Source: an optimization exercise on an open RTL-to-GDS flow (aim: small area, a short achievable clock period and few clock cycles). Production flows keep margins and buffers that such runs may drop.
In this exercise RTL edits were held to simulation tests only and were not proved equivalent to the original.
No activity file was given, so power comes from the tool's default toggle rates.

==> run Z: inputs <==
==> flow/design.v <==
package lkc_pkg;
  localparam int DEF_ENTRIES  = 16;
  localparam int DEF_KEY_BITS = 32;
  localparam int KEY_W  = 32;
  localparam int SLOT_W = 4;
  localparam int CAP_W  = 5;
  localparam logic [CAP_W-1:0] CAP_RESET = 5'd16;
  typedef struct packed {
    logic [KEY_W-1:0] key_value;
    logic             side;
  } req_t;
  typedef struct packed {
    logic              hit;
    logic [SLOT_W-1:0] slot;
    logic              evicted;
    logic [KEY_W-1:0]  evicted_key;
    logic              evicted_side;
  } rsp_t;
endpackage
module lkc_cell #(
  parameter int TAG_W = 33,
  parameter int AGE_W = 4
) (
  input  logic             clk,
  input  logic             rst,
  input  logic [TAG_W-1:0] cmp_tag,    
  output logic             match,      
  input  logic             set_valid,  
  input  logic             clr_valid,  
  input  logic             age_en,     
  input  logic             age_zero,   
  input  logic             fill,       
  input  logic [TAG_W-1:0] new_tag,
  output logic             valid,
  output logic [AGE_W-1:0] age,
  output logic [TAG_W-1:0] tag
);
  assign match = valid && (tag == cmp_tag);
  always_ff @(posedge clk) begin
    if (rst) begin
      valid <= 1'b0;
    end else if (set_valid) begin
      valid <= 1'b1;
    end else if (clr_valid) begin
      valid <= 1'b0;
    end
  end
  always_ff @(posedge clk) begin
    if (age_en) begin
      age <= age_zero ? '0 : age + 1'b1;
    end
  end
  always_ff @(posedge clk) begin
    if (fill) begin
      tag <= new_tag;
    end
  end
endmodule
module lru_key_cache_tracker #(
  parameter int ENTRIES  = lkc_pkg::DEF_ENTRIES,
  parameter int KEY_BITS = lkc_pkg::DEF_KEY_BITS
) (
  input  logic                      clk,
  input  logic                      rst,
  input  logic                      start,
  output logic                      busy,
  input  lkc_pkg::req_t             req,
  output logic                      done,
  output lkc_pkg::rsp_t             rsp,
  input  logic                      cfg_wr_en,
  input  logic [lkc_pkg::CAP_W-1:0] cfg_wr_data
);
  localparam int N     = 16;
  localparam int AGE_W = 4;
  localparam int TAG_W = 33;
  localparam int CNT_W = 5;
  logic [N-1:0]     valid;
  logic [N-1:0]     match;
  logic [AGE_W-1:0] age [N];
  logic [TAG_W-1:0] tag [N];
  logic [CNT_W-1:0] count;
  logic [CNT_W-1:0] cm1, cm2;      
  logic [CNT_W-1:0] eff;           
  logic             ge, gt;        
  logic             v1, v2;
  logic [TAG_W-1:0] t1, t2;
  logic [N-1:0]     mr;            
  logic             hraw;          
  logic [AGE_W-1:0] hage;          
  logic [3:0]       sraw;          
  logic             m_old;         
  logic             m_sec;         
  logic             eqp;           
  logic [N-1:0]     acc_r;         
  logic [N-1:0]     inv_r;         
  logic             miss_r;        
  logic             kill_old_r;    
  logic             kill_sec_r;    
  logic [AGE_W-1:0] age_prev [N];  
  logic [N-1:0]     is_old, is_sec, free_low, miss_slot, m, acc, fill, inv, older;
  logic [N-1:0]     age_en, age_zero;
  logic             hit, kill, hit_old, sel_sec, ev, cnt_inc, cnt_dec;
  logic [3:0]       slot, miss_idx;
  logic [TAG_W-1:0] tag_old, tag_sec, ev_tag;
  logic             s2_hit, s2_old, s2_sec;
  logic [AGE_W-1:0] s2_age;
  logic [3:0]       s2_idx;
  assign busy = 1'b0;
  always_ff @(posedge clk) begin
    if (rst) begin
      v1 <= 1'b0;
    end else begin
      v1 <= start;
    end
    t1 <= {req.side, req.key_value};
  end
  for (genvar i = 0; i < N; i++) begin : g_cell
    lkc_cell #(
      .TAG_W (TAG_W),
      .AGE_W (AGE_W)
    ) u_cell (
      .clk       (clk),
      .rst       (rst),
      .cmp_tag   (t1),
      .match     (match[i]),
      .set_valid (acc[i]),
      .clr_valid (inv[i]),
      .age_en    (age_en[i]),
      .age_zero  (age_zero[i]),
      .fill      (fill[i]),
      .new_tag   (t2),
      .valid     (valid[i]),
      .age       (age[i]),
      .tag       (tag[i])
    );
  end
  always_comb begin
    for (int i = 0; i < N; i++) begin
      is_old[i] = valid[i] && (CNT_W'(age[i]) == cm1);
      is_sec[i] = valid[i] && (CNT_W'(age[i]) == cm2);
    end
    free_low = ~valid & (valid + 1'b1);
  end
  always_comb begin
    s2_hit = |match;
    s2_old = |(match & is_old);
    s2_sec = |(match & is_sec);
    s2_age = '0;
    s2_idx = '0;
    for (int i = 0; i < N; i++) begin
      s2_age = s2_age | (match[i] ? age[i] : '0);
      s2_idx = s2_idx | (match[i] ? 4'(i) : 4'd0);
    end
  end
  always_ff @(posedge clk) begin
    if (rst) begin
      v2  <= 1'b0;
      eqp <= 1'b0;
    end else begin
      v2  <= v1;
      eqp <= v2 && (t1 == t2);
    end
    t2    <= t1;
    mr    <= match;
    hraw  <= s2_hit;
    hage  <= s2_age;
    sraw  <= s2_idx;
    m_old <= s2_old;
    m_sec <= s2_sec;
  end
  always_ff @(posedge clk) begin
    if (rst) begin
      eff <= lkc_pkg::CAP_RESET;
    end else if (cfg_wr_en) begin
      if (cfg_wr_data == '0) begin
        eff <= CNT_W'(1);
      end else if (cfg_wr_data > CNT_W'(N)) begin
        eff <= CNT_W'(N);
      end else begin
        eff <= cfg_wr_data;
      end
    end
  end
  always_ff @(posedge clk) begin
    if (rst) begin
      ge <= 1'b0;
      gt <= 1'b0;
    end else if (cnt_inc) begin
      ge <= (count + 1'b1 >= eff);
      gt <= (count + 1'b1 > eff);
    end else if (cnt_dec) begin
      ge <= (count - 1'b1 >= eff);
      gt <= (count - 1'b1 > eff);
    end else begin
      ge <= (count >= eff);
      gt <= (count > eff);
    end
  end
  always_comb begin
    m       = (mr & ~(acc_r & {N{miss_r}}) & ~inv_r) | (acc_r & {N{miss_r && eqp}});
    kill    = (kill_old_r && m_old) || (kill_sec_r && m_sec);
    hit     = (hraw && !kill) || (eqp && miss_r);
    hit_old = |(m & is_old);
    sel_sec = hit && hit_old;
    for (int i = 0; i < N; i++) begin
      older[i] = !eqp && (acc_r[i] || (age_prev[i] < hage));
    end
    miss_slot = ge ? is_old : free_low;
    if (hit) begin
      acc  = m;
      fill = '0;
      inv  = gt ? (hit_old ? is_sec : is_old) : '0;
      ev   = gt;
    end else begin
      acc  = miss_slot;
      fill = miss_slot;
      inv  = '0;
      ev   = ge;
    end
    if (!v2) begin
      acc  = '0;
      fill = '0;
      inv  = '0;
    end
    for (int i = 0; i < N; i++) begin
      age_zero[i] = acc[i];
      age_en[i]   = acc[i] || (v2 && valid[i] && (!hit || older[i]));
    end
    miss_idx = '0;
    for (int i = 0; i < N; i++) begin
      miss_idx = miss_idx | (miss_slot[i] ? 4'(i) : 4'd0);
    end
    if (hit) begin
      slot = eqp ? rsp.slot : sraw;
    end else begin
      slot = miss_idx;
    end
    tag_old = '0;
    tag_sec = '0;
    for (int i = 0; i < N; i++) begin
      tag_old = tag_old | (is_old[i] ? tag[i] : '0);
      tag_sec = tag_sec | (is_sec[i] ? tag[i] : '0);
    end
    ev_tag = ev ? (sel_sec ? tag_sec : tag_old) : '0;
    cnt_inc = v2 && !hit && !ge;
    cnt_dec = v2 && hit && gt;
  end
  always_ff @(posedge clk) begin
    if (rst) begin
      count      <= '0;
      cm1        <= '1;
      cm2        <= '1 - 1'b1;
      acc_r      <= '0;
      inv_r      <= '0;
      miss_r     <= 1'b0;
      kill_old_r <= 1'b0;
      kill_sec_r <= 1'b0;
      done       <= 1'b0;
    end else begin
      done       <= v2;
      acc_r      <= acc;
      inv_r      <= inv;
      miss_r     <= v2 && !hit;
      kill_old_r <= v2 && (hit ? (gt && !hit_old) : ge);
      kill_sec_r <= v2 && hit && gt && hit_old;
      if (cnt_inc) begin
        count <= count + 1'b1;
        cm1   <= cm1 + 1'b1;
        cm2   <= cm2 + 1'b1;
      end else if (cnt_dec) begin
        count <= count - 1'b1;
        cm1   <= cm1 - 1'b1;
        cm2   <= cm2 - 1'b1;
      end
    end
  end
  always_ff @(posedge clk) begin
    for (int i = 0; i < N; i++) begin
      age_prev[i] <= age[i];
    end
  end
  always_ff @(posedge clk) begin
    begin
      rsp.hit          <= hit;
      rsp.slot         <= slot;
      rsp.evicted      <= ev;
      rsp.evicted_key  <= ev_tag[31:0];
      rsp.evicted_side <= ev_tag[32];
    end
  end
endmodule
==> flow/run.sh <==
#!/bin/bash
# synth_recipe.tcl (not shown) runs the flow's synth.tcl, then flattens the netlist and writes it again
# the make line also repeats each setting of config.mk as NAME=value (left out here)
make -C /OpenROAD-flow-scripts/flow DESIGN_CONFIG=/design/flow/config.mk WORK_HOME=/design/flow/orfs CLKGATE_MAP_FILE= SYNTH_SCRIPT=/design/flow/synth_recipe.tcl finish
==> flow/config.mk <==
export PLATFORM = sky130hd
export DESIGN_NAME = lru_key_cache_tracker
export DESIGN_NICKNAME = lru_key_cache_tracker
export VERILOG_FILES = /design/flow/design.v
export SDC_FILE = /design/flow/constraint.sdc
export NUM_CORES = 4
export LEC_CHECK = 0
export CAP_MARGIN = 20
export CORE_MARGIN = 2
export CORE_UTILIZATION = 40
export CTS_BUF_LIST = sky130_fd_sc_hd__clkbuf_4 sky130_fd_sc_hd__clkbuf_8
export SETUP_SLACK_MARGIN = 2.5
export SLEW_MARGIN = 20
==> flow/constraint.sdc <==
create_clock -name core_clock -period 5.0 [get_ports {clk}]
set_input_delay 1.0000 -clock core_clock [delete_from_list [all_inputs] [get_ports {clk}]]
set_output_delay 1.0000 -clock core_clock [all_outputs]
set_load 0.01 [all_outputs]
==> inputs of run X, as changes to run Z <==
--- a/flow/design.v
+++ b/flow/design.v
@@ -81,3 +81,3 @@
   logic [CNT_W-1:0] count;
-  logic [CNT_W-1:0] cm1, cm2;      
+  logic [CNT_W-1:0] cm1, cm2, cm3;  
   logic [CNT_W-1:0] eff;           
@@ -92,2 +92,3 @@
   logic             m_sec;         
+  logic             m_thr;         
   logic             eqp;           
@@ -98,9 +99,10 @@
   logic             kill_sec_r;    
+  logic             r_sec, r_thr;  
   logic [AGE_W-1:0] age_prev [N];  
-  logic [N-1:0]     is_old, is_sec, free_low, miss_slot, m, acc, fill, inv, older;
+  logic [N-1:0]     is_old, is_sec, is_thr, vsel, free_low, miss_slot, m, acc, fill, inv, older;
   logic [N-1:0]     age_en, age_zero;
-  logic             hit, kill, hit_old, sel_sec, ev, cnt_inc, cnt_dec;
+  logic             hit, kill, hit_old, hit_sec, ev, cnt_inc, cnt_dec;
   logic [3:0]       slot, miss_idx;
-  logic [TAG_W-1:0] tag_old, tag_sec, ev_tag;
-  logic             s2_hit, s2_old, s2_sec;
+  logic [TAG_W-1:0] ev_tag;
+  logic             s2_hit, s2_old, s2_sec, s2_thr;
   logic [AGE_W-1:0] s2_age;
@@ -140,2 +142,3 @@
       is_sec[i] = valid[i] && (CNT_W'(age[i]) == cm2);
+      is_thr[i] = valid[i] && (CNT_W'(age[i]) == cm3);
     end
@@ -147,2 +150,3 @@
     s2_sec = |(match & is_sec);
+    s2_thr = |(match & is_thr);
     s2_age = '0;
@@ -169,2 +173,3 @@
     m_sec <= s2_sec;
+    m_thr <= s2_thr;
   end
@@ -202,4 +207,8 @@
     hit     = (hraw && !kill) || (eqp && miss_r);
-    hit_old = |(m & is_old);
-    sel_sec = hit && hit_old;
+    if (eqp) begin
+      hit_old = (cm1 == '0);
+    end else begin
+      hit_old = (m_old && !r_sec && !r_thr) || (m_sec && r_sec) || (m_thr && r_thr);
+    end
+    hit_sec = |(m & is_sec);
     for (int i = 0; i < N; i++) begin
@@ -208,2 +217,3 @@
     miss_slot = ge ? is_old : free_low;
+    vsel      = hit_old ? is_sec : is_old;
     if (hit) begin
@@ -211,3 +221,3 @@
       fill = '0;
-      inv  = gt ? (hit_old ? is_sec : is_old) : '0;
+      inv  = gt ? vsel : '0;
       ev   = gt;
@@ -237,9 +247,9 @@
     end
-    tag_old = '0;
-    tag_sec = '0;
-    for (int i = 0; i < N; i++) begin
-      tag_old = tag_old | (is_old[i] ? tag[i] : '0);
-      tag_sec = tag_sec | (is_sec[i] ? tag[i] : '0);
-    end
-    ev_tag = ev ? (sel_sec ? tag_sec : tag_old) : '0;
+    ev_tag = '0;
+    for (int i = 0; i < N; i++) begin
+      ev_tag = ev_tag | (vsel[i] ? tag[i] : '0);
+    end
+    if (!ev) begin
+      ev_tag = '0;
+    end
     cnt_inc = v2 && !hit && !ge;
@@ -252,2 +262,5 @@
       cm2        <= '1 - 1'b1;
+      cm3        <= '1 - 2'd2;
+      r_sec      <= 1'b0;
+      r_thr      <= 1'b0;
       acc_r      <= '0;
@@ -265,2 +278,4 @@
       kill_sec_r <= v2 && hit && gt && hit_old;
+      r_sec      <= v2 && (hit ? (gt ? (!hit_old && !hit_sec) : hit_old) : ge);
+      r_thr      <= v2 && hit && gt && (hit_old || hit_sec);
       if (cnt_inc) begin
@@ -269,2 +284,3 @@
         cm2   <= cm2 + 1'b1;
+        cm3   <= cm3 + 1'b1;
       end else if (cnt_dec) begin
@@ -273,2 +289,3 @@
         cm2   <= cm2 - 1'b1;
+        cm3   <= cm3 - 1'b1;
       end
- CTS_BUF_LIST: sky130_fd_sc_hd__clkbuf_4 sky130_fd_sc_hd__clkbuf_8 -> sky130_fd_sc_hd__clkbuf_16
- CTS_CLUSTER_DIAMETER: unset -> 60
- CTS_CLUSTER_SIZE: unset -> 24
- SETUP_SLACK_MARGIN: 2.5 -> 2.2
==> comparison table <==
metric                                                                        run Z                    run X
Reg-to-reg critical path startpoint                        g_cell[0].u_cell.tag[22]                   t1[20]
Multi-input gate area in the final layout                              0.0224 sq mm             0.0181 sq mm
Reg-to-reg slack, setup                                                     2.05 ns                  2.03 ns
Total of plain and repair buffers excluding clock buffers                       678                      343
Net count, final                                                              4,409                    3,707
Filler-free cell count of the finished design                                 5,843                    5,029
DR WL/cell                                                                  48.8 um                  36.8 um
Post-Place Cells                                                              5,116                    4,719
Sequential cell area                                                   0.0235 sq mm             0.0235 sq mm
Relative contribution of sequential cells to total power                      48.4%                    50.9%
Number of fill cells in the layout                                            9,071                    9,072
Instance area after placement                                          0.0474 sq mm             0.0441 sq mm
Vias after detailed routing                                                  42,900                   32,700
Proportion of synthesized chip area in sequential cells                       53.0%                    56.6%
Placement row count                                                             121                      118
Run status                                                  complete, no violations  complete, no violations
Start point of the critical path                           g_cell[0].u_cell.tag[22]                   t1[20]
Testbench counts of run Z, summed over its fixed seeds: cycles 3,960.
Testbench counts of run X, summed over its fixed seeds: cycles 3,960.

## port drivers added, routing unchanged
In the flow no input, the clock included, has a driving cell. The finished layouts below were timed again as built, in two steps. Step 1 assumes that a clkbuf_16 drives the clock port and a buf_2 every other input. Step 2 moves the port delays by t, midway between the first and last clock arrival at a register: inputs arrive t later, outputs are due t later. That takes back most of the time a late clock gives input paths. a / b / c = ideal / step 1 / step 2; a / b = the first two.
run	t (ns)	setup slack, ns	hold WS [ns]	worst setup path after step 2	worst data-port slew with drivers (ns)
run Z	0.959	2.054 / 2.054 / 2.054	0.378 / 0.378 / 0.378	register to register	0.04
run X	0.762	2.026 / 2.026 / 2.007	0.437 / 0.437 / 0.437	input to register	0.04
After both steps setup and hold are still met in every run listed. The setup slack of run X, which loses most, moves by 0.000 ns with the drivers and by -0.019 ns with both steps.
